Background: an optimization exercise with open tools, aiming at small area, a short achievable clock period and few clock cycles. Do not read the settings as production practice.

==> v36 <==
Design log_record_deframer_core, start of the top module:
module log_record_deframer_core #(
    parameter int unsigned QDEPTH = 2
) (
    input  logic                          i_clk,
    input  logic                          i_rst_n,
    input  logic                          i_cfg_wr_en,
    input  logic [lrd_pkg::CFG_IDX_W-1:0] i_cfg_index,
    input  logic [31:0]                   i_cfg_wr_data,
    input  logic                          i_valid,
    output logic                          o_stall,
    input  logic                          i_func,
    input  logic [7:0]                    i_log_byte,
    output logic                          o_valid,
    input  logic                          i_stall,
    output logic [2:0]                    o_kind,
    output logic [7:0]                    o_payload_byte,
    output logic [63:0]                   o_sequence_res,
    output logic                          o_tombstone,
    output logic [31:0]                   o_key_length,
    output logic [31:0]                   o_value_length,
    output logic                          o_last
);
clock: 10.0 ns
lec_check: 0
cap_margin: 20
core_margin: 2
core_utilization: 40
cts_cluster_diameter: 100
cts_cluster_size: 25
slew_margin: 20
standard.sh (not shown) runs the stock make flow with config.mk's settings and CLKGATE_MAP_FILE= SYNTH_SCRIPT=/design/flow/synth_recipe.tcl, a recipe that flattens the netlist after the stock synthesis.
==> flow/flow/run.sh <==
#!/bin/bash
# Standard layout with two changes: the port buffers are the smallest buffer cell
# (buf_1) instead of the default pick, and repair_timing aims for more setup slack than
# the flow settings allow. Every input and output port still gets its own buffer; the
# clock period and constraints are the standard flow's.
set -euo pipefail
export BUFFER_PORTS_ARGS="-buffer_cell sky130_fd_sc_hd__buf_1"
export SETUP_SLACK_MARGIN=6.5
bash standard.sh > standard_flow.log 2>&1
==> v14 (differences from v36) <==
--- a/flow/design.v
+++ b/flow/design.v
@@ -1,76 +1,49 @@
 package lrd_pkg;
     localparam int unsigned CFG_IDX_W = 2;
     localparam logic [31:0] RST_RECORD_MAGIC  = 32'h544B_564C;
     localparam logic [31:0] RST_MAX_KEY_LEN   = 32'h0400_0000;
     localparam logic [31:0] RST_MAX_VALUE_LEN = 32'h1000_0000;
     localparam logic [31:0] FNV_OFFSET = 32'd2166136261;
+    localparam logic [31:0] FNV_OFFSET_DIV_PRIME = 32'hB347_DA47;
     localparam logic [2:0] K_KEY       = 3'd0;
     localparam logic [2:0] K_VALUE     = 3'd1;
     localparam logic [2:0] K_OK        = 3'd2;
     localparam logic [2:0] K_BAD_MAGIC = 3'd3;
     localparam logic [2:0] K_BAD_SIZE  = 3'd4;
     localparam logic [2:0] K_BAD_CSUM  = 3'd5;
     localparam logic [2:0] K_TORN      = 3'd6;
 endpackage
 module lrd_parse (
-    input  logic [31:0] i_s,
-    input  logic [31:9] i_c,
-    input  logic [7:0]  i_b,
+    input  logic [31:0] i_r,
     input  logic [31:0] i_exp,
-    output logic [31:0] o_s,
-    output logic [31:9] o_c,
+    output logic [31:0] o_m,
     output logic        o_match
 );
-    logic [7:0]  xl;
-    logic [9:0]  lo;
-    logic [31:0] a, b;
-    logic [31:0] a0, a1, a4, a7, a8, a24, b0, b1, b4, b7, b8;
-    logic [31:0] s1a, k1a, s1b, k1b, s1c, k1c, s2a, k2a, s2b, k2b, s3a, k3a, s3b, k3b, s4a, k4a, k3l, s5a, k5a;
+    logic [31:0] t0, t1, t2, t3, t4, t5;
+    logic [31:0] s1, c1, s2, c2, s3, c3, s4, c4;
     logic [31:0] e, k;
-    assign xl  = i_s[7:0] ^ i_b;
-    assign lo  = {2'b00, xl} + {1'b0, xl[6:0], 1'b0} + {2'b00, xl[3:0], 4'b0000} +
-                 {2'b00, xl[0], 7'b0000000};
-    assign a   = {i_s[31:8], xl};
-    assign b   = {i_c, 9'd0};
-    assign a0  = {a[31:8], 8'd0};
-    assign a1  = {a[30:7], 8'd0};
-    assign a4  = {a[27:4], 8'd0};
-    assign a7  = {a[24:1], 8'd0};
-    assign a8  = a << 8;
-    assign a24 = a << 24;
-    assign b0  = b;
-    assign b1  = b << 1;
-    assign b4  = b << 4;
-    assign b7  = b << 7;
-    assign b8  = b << 8;
-    assign s1a = a0 ^ a1 ^ a4;
-    assign k1a = ((a0 & a1) | (a0 & a4) | (a1 & a4)) << 1;
-    assign s1b = a7 ^ a8 ^ a24;
-    assign k1b = ((a7 & a8) | (a7 & a24) | (a8 & a24)) << 1;
-    assign s1c = b0 ^ b1 ^ b7;
-    assign k1c = ((b0 & b1) | (b0 & b7) | (b1 & b7)) << 1;
-    assign s2a = s1a ^ k1a ^ s1b;
-    assign k2a = ((s1a & k1a) | (s1a & s1b) | (k1a & s1b)) << 1;
-    assign s2b = k1b ^ s1c ^ k1c;
-    assign k2b = ((k1b & s1c) | (k1b & k1c) | (s1c & k1c)) << 1;
-    assign s3a = s2a ^ k2a ^ s2b;
-    assign k3a = ((s2a & k2a) | (s2a & s2b) | (k2a & s2b)) << 1;
-    assign s3b = k2b ^ b8 ^ b4;
-    assign k3b = ((k2b & b8) | (k2b & b4) | (b8 & b4)) << 1;
-    assign s4a = s3a ^ k3a ^ s3b;
-    assign k4a = ((s3a & k3a) | (s3a & s3b) | (k3a & s3b)) << 1;
-    assign k3l = k3b | {22'd0, lo[9:8], 8'd0};
-    assign s5a = s4a ^ k4a ^ k3l;
-    assign k5a = ((s4a & k4a) | (s4a & k3l) | (k4a & k3l)) << 1;
-    assign o_s = {s5a[31:8], lo[7:0]};
-    assign o_c = k5a[31:9];
-    assign e       = i_s ^ b ^ i_exp;
-    assign k       = (i_s & b) | ((i_s | b) & ~i_exp);
+    assign t0 = i_r;
+    assign t1 = i_r << 1;
+    assign t2 = i_r << 4;
+    assign t3 = i_r << 7;
+    assign t4 = i_r << 8;
+    assign t5 = i_r << 24;
+    assign s1 = t0 ^ t1 ^ t2;
+    assign c1 = ((t0 & t1) | (t0 & t2) | (t1 & t2)) << 1;
+    assign s2 = t3 ^ t4 ^ t5;
+    assign c2 = ((t3 & t4) | (t3 & t5) | (t4 & t5)) << 1;
+    assign s3 = s1 ^ c1 ^ s2;
+    assign c3 = ((s1 & c1) | (s1 & s2) | (c1 & s2)) << 1;
+    assign s4 = s3 ^ c3 ^ c2;
+    assign c4 = ((s3 & c3) | (s3 & c2) | (c3 & c2)) << 1;
+    assign o_m = s4 + c4;
+    assign e       = s4 ^ c4 ^ i_exp;
+    assign k       = (s4 & c4) | ((s4 | c4) & ~i_exp);
     assign o_match = (e == {k[30:0], 1'b0});
 endmodule
 module lrd_outq #(
     parameter int unsigned DEPTH = 3,
     parameter int unsigned W     = 12
 ) (
     input  logic         i_clk,
     input  logic         i_rst_n,
@@ -149,51 +122,48 @@
                 2'd1:    r_max_key   <= i_cfg_wr_data;
                 2'd2:    r_max_value <= i_cfg_wr_data;
                 default: ;
             endcase
         end
     end
     logic        r_in_valid, r_in_func, r_o_stall;
     logic [7:0]  r_in_byte;
-    logic        r_hdr, r_key, r_val, r_chk, r_err;
+    logic        r_hdr, r_key, r_val, r_fin, r_chk, r_err;
     logic [4:0]  r_hcount;
     logic        r_h0, r_h4, r_h24, r_h1to4, r_hsz, r_hs0, r_h16;
-    logic        r_magic_ok;
+    logic        r_magic_ok, r_ok;
     logic        r_kz, r_vz, r_k1, r_v1, r_gt, r_kover;
     logic [63:0] r_seq;
     logic        r_tomb;
-    logic [31:0] r_klen, r_vlen, r_exp, r_hs, r_rem;
-    logic [31:9] r_hc;
+    logic [31:0] r_klen, r_vlen, r_exp, r_hash, r_rem;
     logic        r_rem_one;
     logic        go, accept, dat;
     logic        q_full, q_empty, q_full_n, q_empty_n, push;
     logic [11:0] push_data, q_data;
     logic        e_hdr, e_pay, chk_push, torn, zero_torn;
     logic        hdr_bad, to_pay, key_to_val;
     logic        beat_push;
     logic [2:0]  beat_kind;
     logic        beat_last;
-    logic [31:0] hs_step;
-    logic [31:9] hc_step;
-    logic        hash_ok;
+    logic [31:0] hash_m;
+    logic        hash_match;
     logic [7:0]  mbyte, sbyte;
     logic        gt_new;
     logic        bank_clr, bank_we;
-    logic        n_hdr, n_key, n_val, n_chk, n_err;
+    logic        n_hdr, n_key, n_val, n_fin, n_chk, n_err;
     logic [4:0]  n_hcount;
     logic        n_h0, n_h4, n_h24, n_h1to4, n_hsz, n_hs0, n_h16;
     logic        n_in_valid, n_in_func, nr_n, ne_n;
     assign go      = r_in_valid && !r_o_stall;
     assign accept  = i_valid && !r_o_stall;
     assign dat     = !r_in_func;
     assign o_stall = r_o_stall;
-    lrd_parse u_hash (.i_s(r_hs), .i_c(r_hc), .i_b(r_in_byte), .i_exp(r_exp),
-                      .o_s(hs_step), .o_c(hc_step), .o_match(hash_ok));
-    assign e_hdr     = r_hdr || (r_chk && hash_ok);
+    lrd_parse u_hash (.i_r(r_hash), .i_exp(r_exp), .o_m(hash_m), .o_match(hash_match));
+    assign e_hdr     = r_hdr || (r_chk && r_ok);
     assign e_pay     = r_key || r_val;
     assign chk_push  = r_chk && !q_full;
     assign torn      = e_pay || (e_hdr && !r_h0);
     assign zero_torn = r_hdr && r_h1to4;
     assign hdr_bad   = !r_magic_ok || r_kover || r_gt;
     assign to_pay    = e_hdr && r_h24 && !hdr_bad && !(r_kz && r_vz);
     assign key_to_val = r_key && r_rem_one && !r_vz;
     always_comb begin
@@ -228,30 +198,33 @@
             beat_push = 1'b1;
             beat_kind = r_key ? lrd_pkg::K_KEY : lrd_pkg::K_VALUE;
             beat_last = !(r_rem_one && !key_to_val);
         end
     end
     assign push = chk_push || (go && beat_push);
     always_comb begin
         if (chk_push)
-            push_data = {hash_ok ? lrd_pkg::K_OK : lrd_pkg::K_BAD_CSUM, 8'd0, 1'b1};
+            push_data = {r_ok ? lrd_pkg::K_OK : lrd_pkg::K_BAD_CSUM, 8'd0, 1'b1};
         else if (dat && e_pay)
             push_data = {beat_kind, r_in_byte, beat_last};
         else
             push_data = {beat_kind, 8'd0, 1'b1};
     end
     always_comb begin
         n_hdr    = r_hdr;
         n_key    = r_key;
         n_val    = r_val;
+        n_fin    = 1'b0;
         n_chk    = r_chk;
         n_err    = r_err;
         n_hcount = r_hcount;
-        if (go) begin
+        if (r_fin) begin
+            n_chk = 1'b1;
+        end else if (go) begin
             {n_hdr, n_key, n_val, n_chk, n_err} = 5'b00000;
             if (!dat) begin
                 n_hdr    = 1'b1;
                 n_hcount = '0;
             end else if (e_hdr) begin
                 n_hcount = r_hcount + 5'd1;
                 if (r_h24) begin
                     n_hcount = '0;
@@ -260,24 +233,24 @@
                     n_key    = to_pay && !r_kz;
                     n_val    = to_pay && r_kz;
                 end else begin
                     n_hdr = 1'b1;
                 end
             end else if (e_pay) begin
                 n_key = r_key && !r_rem_one;
                 n_val = r_val && !r_rem_one || key_to_val;
-                n_chk = r_rem_one && !key_to_val;
+                n_fin = r_rem_one && !key_to_val;
             end else begin
                 n_err = 1'b1;
             end
         end else if (chk_push) begin
             n_chk = 1'b0;
-            n_hdr = hash_ok;
-            n_err = !hash_ok;
+            n_hdr = r_ok;
+            n_err = !r_ok;
         end
     end
     assign n_h0    = (n_hcount == 5'd0);
     assign n_h4    = (n_hcount == 5'd4);
     assign n_h24   = (n_hcount == 5'd24);
     assign n_h1to4 = (n_hcount != 5'd0) && (n_hcount <= 5'd4);
     assign n_hsz   = (n_hcount >= 5'd13) && (n_hcount <= 5'd20);
     assign n_hs0   = (n_hcount == 5'd13) || (n_hcount == 5'd17);
@@ -285,23 +258,23 @@
     assign n_in_valid = accept || (r_in_valid && !go);
     assign n_in_func  = accept ? i_func : r_in_func;
     assign nr_n = n_chk || n_key || n_val || (n_hdr && (n_in_func ? !n_h0 : n_h24));
     assign ne_n = n_hdr && (n_in_func ? n_h1to4 : n_h4);
     always_ff @(posedge i_clk) begin
         if (!i_rst_n) begin
             r_in_valid <= 1'b0;
             r_o_stall  <= 1'b0;
-            {r_hdr, r_key, r_val, r_chk, r_err} <= 5'b10000;
+            {r_hdr, r_key, r_val, r_fin, r_chk, r_err} <= 6'b100000;
             r_hcount   <= '0;
             {r_h0, r_h4, r_h24, r_h1to4, r_hsz, r_hs0, r_h16} <= 7'b1000000;
         end else begin
             r_in_valid <= n_in_valid;
-            r_o_stall  <= n_in_valid && ((nr_n && q_full_n) || (ne_n && !q_empty_n));
-            {r_hdr, r_key, r_val, r_chk, r_err} <= {n_hdr, n_key, n_val, n_chk, n_err};
+            r_o_stall  <= n_in_valid && (n_fin || (nr_n && q_full_n) || (ne_n && !q_empty_n));
+            {r_hdr, r_key, r_val, r_fin, r_chk, r_err} <= {n_hdr, n_key, n_val, n_fin, n_chk, n_err};
             r_hcount   <= n_hcount;
             {r_h0, r_h4, r_h24, r_h1to4, r_hsz, r_hs0, r_h16} <=
                 {n_h0, n_h4, n_h24, n_h1to4, n_hsz, n_hs0, n_h16};
         end
     end
     always_ff @(posedge i_clk) begin
         if (accept) begin
             r_in_func <= i_func;
@@ -340,36 +313,37 @@
                 r_vlen[8*j +: 8] <= (r_h4 || !dat) ? 8'd0 : r_in_byte;
         end
         for (int j = 0; j < 4; j++) begin
             if (bank_we && r_hcount == 5'(21 + j))
                 r_exp[8*j +: 8] <= r_in_byte;
         end
     end
     always_ff @(posedge i_clk) begin
-        if (go && dat && e_hdr && r_h24) begin
-            r_hs <= lrd_pkg::FNV_OFFSET;
-            r_hc <= '0;
-        end else if (go && dat && e_pay) begin
-            r_hs <= hs_step;
-            r_hc <= hc_step;
-        end
         if (go && dat && to_pay) begin
+            r_hash    <= lrd_pkg::FNV_OFFSET_DIV_PRIME;
             r_rem     <= r_kz ? r_vlen : r_klen;
             r_rem_one <= r_kz ? r_v1 : r_k1;
         end else if (go && dat && e_pay) begin
+            r_hash <= hash_m ^ {24'd0, r_in_byte};
             if (key_to_val) begin
                 r_rem     <= r_vlen;
                 r_rem_one <= r_v1;
             end else begin
                 r_rem     <= r_rem - 32'd1;
                 r_rem_one <= (r_rem == 32'd2);
             end
         end
     end
+    always_ff @(posedge i_clk) begin
+        if (go && dat && e_hdr && r_h24)
+            r_ok <= ({r_in_byte, r_exp[23:0]} == lrd_pkg::FNV_OFFSET);
+        else if (r_fin)
+            r_ok <= hash_match;
+    end
     lrd_outq #(
         .DEPTH (QDEPTH),
         .W     (12)
     ) u_outq (
         .i_clk        (i_clk),
         .i_rst_n      (i_rst_n),
         .i_push       (push),
         .i_data       (push_data),
==> flow/flow/run.sh (replaced) <==
#!/bin/bash
# Standard layout with two changes: the port buffers are the smallest buffer cell
# (buf_1) instead of the default pick, and repair_timing aims for more setup slack than
# the flow settings allow. Every input and output port still gets its own buffer; the
# clock period and constraints are the standard flow's.
set -euo pipefail
export BUFFER_PORTS_ARGS="-buffer_cell sky130_fd_sc_hd__buf_1"
export SETUP_SLACK_MARGIN=7.5
bash standard.sh > standard_flow.log 2>&1
==> v7 (differences from v36) <==
--- a/flow/design.v
+++ b/flow/design.v
@@ -1,76 +1,49 @@
 package lrd_pkg;
     localparam int unsigned CFG_IDX_W = 2;
     localparam logic [31:0] RST_RECORD_MAGIC  = 32'h544B_564C;
     localparam logic [31:0] RST_MAX_KEY_LEN   = 32'h0400_0000;
     localparam logic [31:0] RST_MAX_VALUE_LEN = 32'h1000_0000;
     localparam logic [31:0] FNV_OFFSET = 32'd2166136261;
+    localparam logic [31:0] FNV_OFFSET_DIV_PRIME = 32'hB347_DA47;
     localparam logic [2:0] K_KEY       = 3'd0;
     localparam logic [2:0] K_VALUE     = 3'd1;
     localparam logic [2:0] K_OK        = 3'd2;
     localparam logic [2:0] K_BAD_MAGIC = 3'd3;
     localparam logic [2:0] K_BAD_SIZE  = 3'd4;
     localparam logic [2:0] K_BAD_CSUM  = 3'd5;
     localparam logic [2:0] K_TORN      = 3'd6;
 endpackage
 module lrd_parse (
-    input  logic [31:0] i_s,
-    input  logic [31:9] i_c,
-    input  logic [7:0]  i_b,
+    input  logic [31:0] i_r,
     input  logic [31:0] i_exp,
-    output logic [31:0] o_s,
-    output logic [31:9] o_c,
+    output logic [31:0] o_m,
     output logic        o_match
 );
-    logic [7:0]  xl;
-    logic [9:0]  lo;
-    logic [31:0] a, b;
-    logic [31:0] a0, a1, a4, a7, a8, a24, b0, b1, b4, b7, b8;
-    logic [31:0] s1a, k1a, s1b, k1b, s1c, k1c, s2a, k2a, s2b, k2b, s3a, k3a, s3b, k3b, s4a, k4a, k3l, s5a, k5a;
+    logic [31:0] t0, t1, t2, t3, t4, t5;
+    logic [31:0] s1, c1, s2, c2, s3, c3, s4, c4;
     logic [31:0] e, k;
-    assign xl  = i_s[7:0] ^ i_b;
-    assign lo  = {2'b00, xl} + {1'b0, xl[6:0], 1'b0} + {2'b00, xl[3:0], 4'b0000} +
-                 {2'b00, xl[0], 7'b0000000};
-    assign a   = {i_s[31:8], xl};
-    assign b   = {i_c, 9'd0};
-    assign a0  = {a[31:8], 8'd0};
-    assign a1  = {a[30:7], 8'd0};
-    assign a4  = {a[27:4], 8'd0};
-    assign a7  = {a[24:1], 8'd0};
-    assign a8  = a << 8;
-    assign a24 = a << 24;
-    assign b0  = b;
-    assign b1  = b << 1;
-    assign b4  = b << 4;
-    assign b7  = b << 7;
-    assign b8  = b << 8;
-    assign s1a = a0 ^ a1 ^ a4;
-    assign k1a = ((a0 & a1) | (a0 & a4) | (a1 & a4)) << 1;
-    assign s1b = a7 ^ a8 ^ a24;
-    assign k1b = ((a7 & a8) | (a7 & a24) | (a8 & a24)) << 1;
-    assign s1c = b0 ^ b1 ^ b7;
-    assign k1c = ((b0 & b1) | (b0 & b7) | (b1 & b7)) << 1;
-    assign s2a = s1a ^ k1a ^ s1b;
-    assign k2a = ((s1a & k1a) | (s1a & s1b) | (k1a & s1b)) << 1;
-    assign s2b = k1b ^ s1c ^ k1c;
-    assign k2b = ((k1b & s1c) | (k1b & k1c) | (s1c & k1c)) << 1;
-    assign s3a = s2a ^ k2a ^ s2b;
-    assign k3a = ((s2a & k2a) | (s2a & s2b) | (k2a & s2b)) << 1;
-    assign s3b = k2b ^ b8 ^ b4;
-    assign k3b = ((k2b & b8) | (k2b & b4) | (b8 & b4)) << 1;
-    assign s4a = s3a ^ k3a ^ s3b;
-    assign k4a = ((s3a & k3a) | (s3a & s3b) | (k3a & s3b)) << 1;
-    assign k3l = k3b | {22'd0, lo[9:8], 8'd0};
-    assign s5a = s4a ^ k4a ^ k3l;
-    assign k5a = ((s4a & k4a) | (s4a & k3l) | (k4a & k3l)) << 1;
-    assign o_s = {s5a[31:8], lo[7:0]};
-    assign o_c = k5a[31:9];
-    assign e       = i_s ^ b ^ i_exp;
-    assign k       = (i_s & b) | ((i_s | b) & ~i_exp);
+    assign t0 = i_r;
+    assign t1 = i_r << 1;
+    assign t2 = i_r << 4;
+    assign t3 = i_r << 7;
+    assign t4 = i_r << 8;
+    assign t5 = i_r << 24;
+    assign s1 = t0 ^ t1 ^ t2;
+    assign c1 = ((t0 & t1) | (t0 & t2) | (t1 & t2)) << 1;
+    assign s2 = t3 ^ t4 ^ t5;
+    assign c2 = ((t3 & t4) | (t3 & t5) | (t4 & t5)) << 1;
+    assign s3 = s1 ^ c1 ^ s2;
+    assign c3 = ((s1 & c1) | (s1 & s2) | (c1 & s2)) << 1;
+    assign s4 = s3 ^ c3 ^ c2;
+    assign c4 = ((s3 & c3) | (s3 & c2) | (c3 & c2)) << 1;
+    assign o_m = s4 + c4;
+    assign e       = s4 ^ c4 ^ i_exp;
+    assign k       = (s4 & c4) | ((s4 | c4) & ~i_exp);
     assign o_match = (e == {k[30:0], 1'b0});
 endmodule
 module lrd_outq #(
     parameter int unsigned DEPTH = 3,
     parameter int unsigned W     = 12
 ) (
     input  logic         i_clk,
     input  logic         i_rst_n,
@@ -156,43 +129,40 @@
     logic [7:0]  r_in_byte;
     logic        r_hdr, r_key, r_val, r_chk, r_err;
     logic [4:0]  r_hcount;
     logic        r_h0, r_h4, r_h24, r_h1to4, r_hsz, r_hs0, r_h16;
     logic        r_magic_ok;
     logic        r_kz, r_vz, r_k1, r_v1, r_gt, r_kover;
     logic [63:0] r_seq;
     logic        r_tomb;
-    logic [31:0] r_klen, r_vlen, r_exp, r_hs, r_rem;
-    logic [31:9] r_hc;
+    logic [31:0] r_klen, r_vlen, r_exp, r_hash, r_rem;
     logic        r_rem_one;
     logic        go, accept, dat;
     logic        q_full, q_empty, q_full_n, q_empty_n, push;
     logic [11:0] push_data, q_data;
     logic        e_hdr, e_pay, chk_push, torn, zero_torn;
     logic        hdr_bad, to_pay, key_to_val;
     logic        beat_push;
     logic [2:0]  beat_kind;
     logic        beat_last;
-    logic [31:0] hs_step;
-    logic [31:9] hc_step;
+    logic [31:0] hash_m;
     logic        hash_ok;
     logic [7:0]  mbyte, sbyte;
     logic        gt_new;
     logic        bank_clr, bank_we;
     logic        n_hdr, n_key, n_val, n_chk, n_err;
     logic [4:0]  n_hcount;
     logic        n_h0, n_h4, n_h24, n_h1to4, n_hsz, n_hs0, n_h16;
     logic        n_in_valid, n_in_func, nr_n, ne_n;
     assign go      = r_in_valid && !r_o_stall;
     assign accept  = i_valid && !r_o_stall;
     assign dat     = !r_in_func;
     assign o_stall = r_o_stall;
-    lrd_parse u_hash (.i_s(r_hs), .i_c(r_hc), .i_b(r_in_byte), .i_exp(r_exp),
-                      .o_s(hs_step), .o_c(hc_step), .o_match(hash_ok));
+    lrd_parse u_hash (.i_r(r_hash), .i_exp(r_exp), .o_m(hash_m), .o_match(hash_ok));
     assign e_hdr     = r_hdr || (r_chk && hash_ok);
     assign e_pay     = r_key || r_val;
     assign chk_push  = r_chk && !q_full;
     assign torn      = e_pay || (e_hdr && !r_h0);
     assign zero_torn = r_hdr && r_h1to4;
     assign hdr_bad   = !r_magic_ok || r_kover || r_gt;
     assign to_pay    = e_hdr && r_h24 && !hdr_bad && !(r_kz && r_vz);
     assign key_to_val = r_key && r_rem_one && !r_vz;
@@ -340,23 +310,20 @@
                 r_vlen[8*j +: 8] <= (r_h4 || !dat) ? 8'd0 : r_in_byte;
         end
         for (int j = 0; j < 4; j++) begin
             if (bank_we && r_hcount == 5'(21 + j))
                 r_exp[8*j +: 8] <= r_in_byte;
         end
     end
     always_ff @(posedge i_clk) begin
-        if (go && dat && e_hdr && r_h24) begin
-            r_hs <= lrd_pkg::FNV_OFFSET;
-            r_hc <= '0;
-        end else if (go && dat && e_pay) begin
-            r_hs <= hs_step;
-            r_hc <= hc_step;
-        end
+        if (go && dat && e_hdr && r_h24)
+            r_hash <= lrd_pkg::FNV_OFFSET_DIV_PRIME;
+        else if (go && dat && e_pay)
+            r_hash <= hash_m ^ {24'd0, r_in_byte};
         if (go && dat && to_pay) begin
             r_rem     <= r_kz ? r_vlen : r_klen;
             r_rem_one <= r_kz ? r_v1 : r_k1;
         end else if (go && dat && e_pay) begin
             if (key_to_val) begin
                 r_rem     <= r_vlen;
                 r_rem_one <= r_v1;
             end else begin
==> qor.yml <==
multi_input_gates: 1302
seqPwrFrac_pct: 32.2
ctsResizeCount: 129
status: "finished clean"
crit_fanout: 8
dieArea_um2: 57600
slew-limit-headroom_pct: 29.5
rows: 86
multi_input_area_um2: 11400
-- figures above: v36

==> qor.yml <==
status: "finished clean"
multi_input_area_um2: 11100
ctsResizeCount: 181
rows: 82
slew-limit-headroom_pct: 37.8
-- figures above: v14

==> qor.yml <==
ctsResizeCount: 114
rows: 82
crit_fanout: 3
multi_input_gates: 1254
multi_input_area_um2: 10400
status: "finished clean"
-- figures above: v7

Function was not checked in any run of this note: the RTL went through the layout flow alone.

==> re-timing with driven ports <==
The flow's constraints put no driver on any port. The routed layouts listed below were extracted and timed again, unchanged, in two steps.
Step 1 assumes that a clkbuf_16 drives the clock port and a buf_2 every other input.
Step 2 moves the port delays by t, midway between the first and last clock arrival at a register: inputs arrive t later, outputs are due t later. That takes back most of the time a late clock gives input paths.
a / b / c = ideal / step 1 / step 2; a / b = the first two.
| run | t, ns | setup WS [ns] | clock arrival spread, ns | worst slew at a driven data input, ns | cell pins on the clock port's net |
|---|---|---|---|---|---|
| v36 | 0.615 | 6.085 / 6.085 / 6.085 | 0.026 / 0.027 | 0.07 | 1 |
| v14 | 0.615 | 5.908 / 5.908 / 5.908 | 0.043 / 0.044 | 0.09 | 1 |
| v7 | 0.612 | 4.403 / 4.403 / 4.403 | 0.042 / 0.042 | 0.08 | 1 |
After both steps every run listed still meets setup and hold.
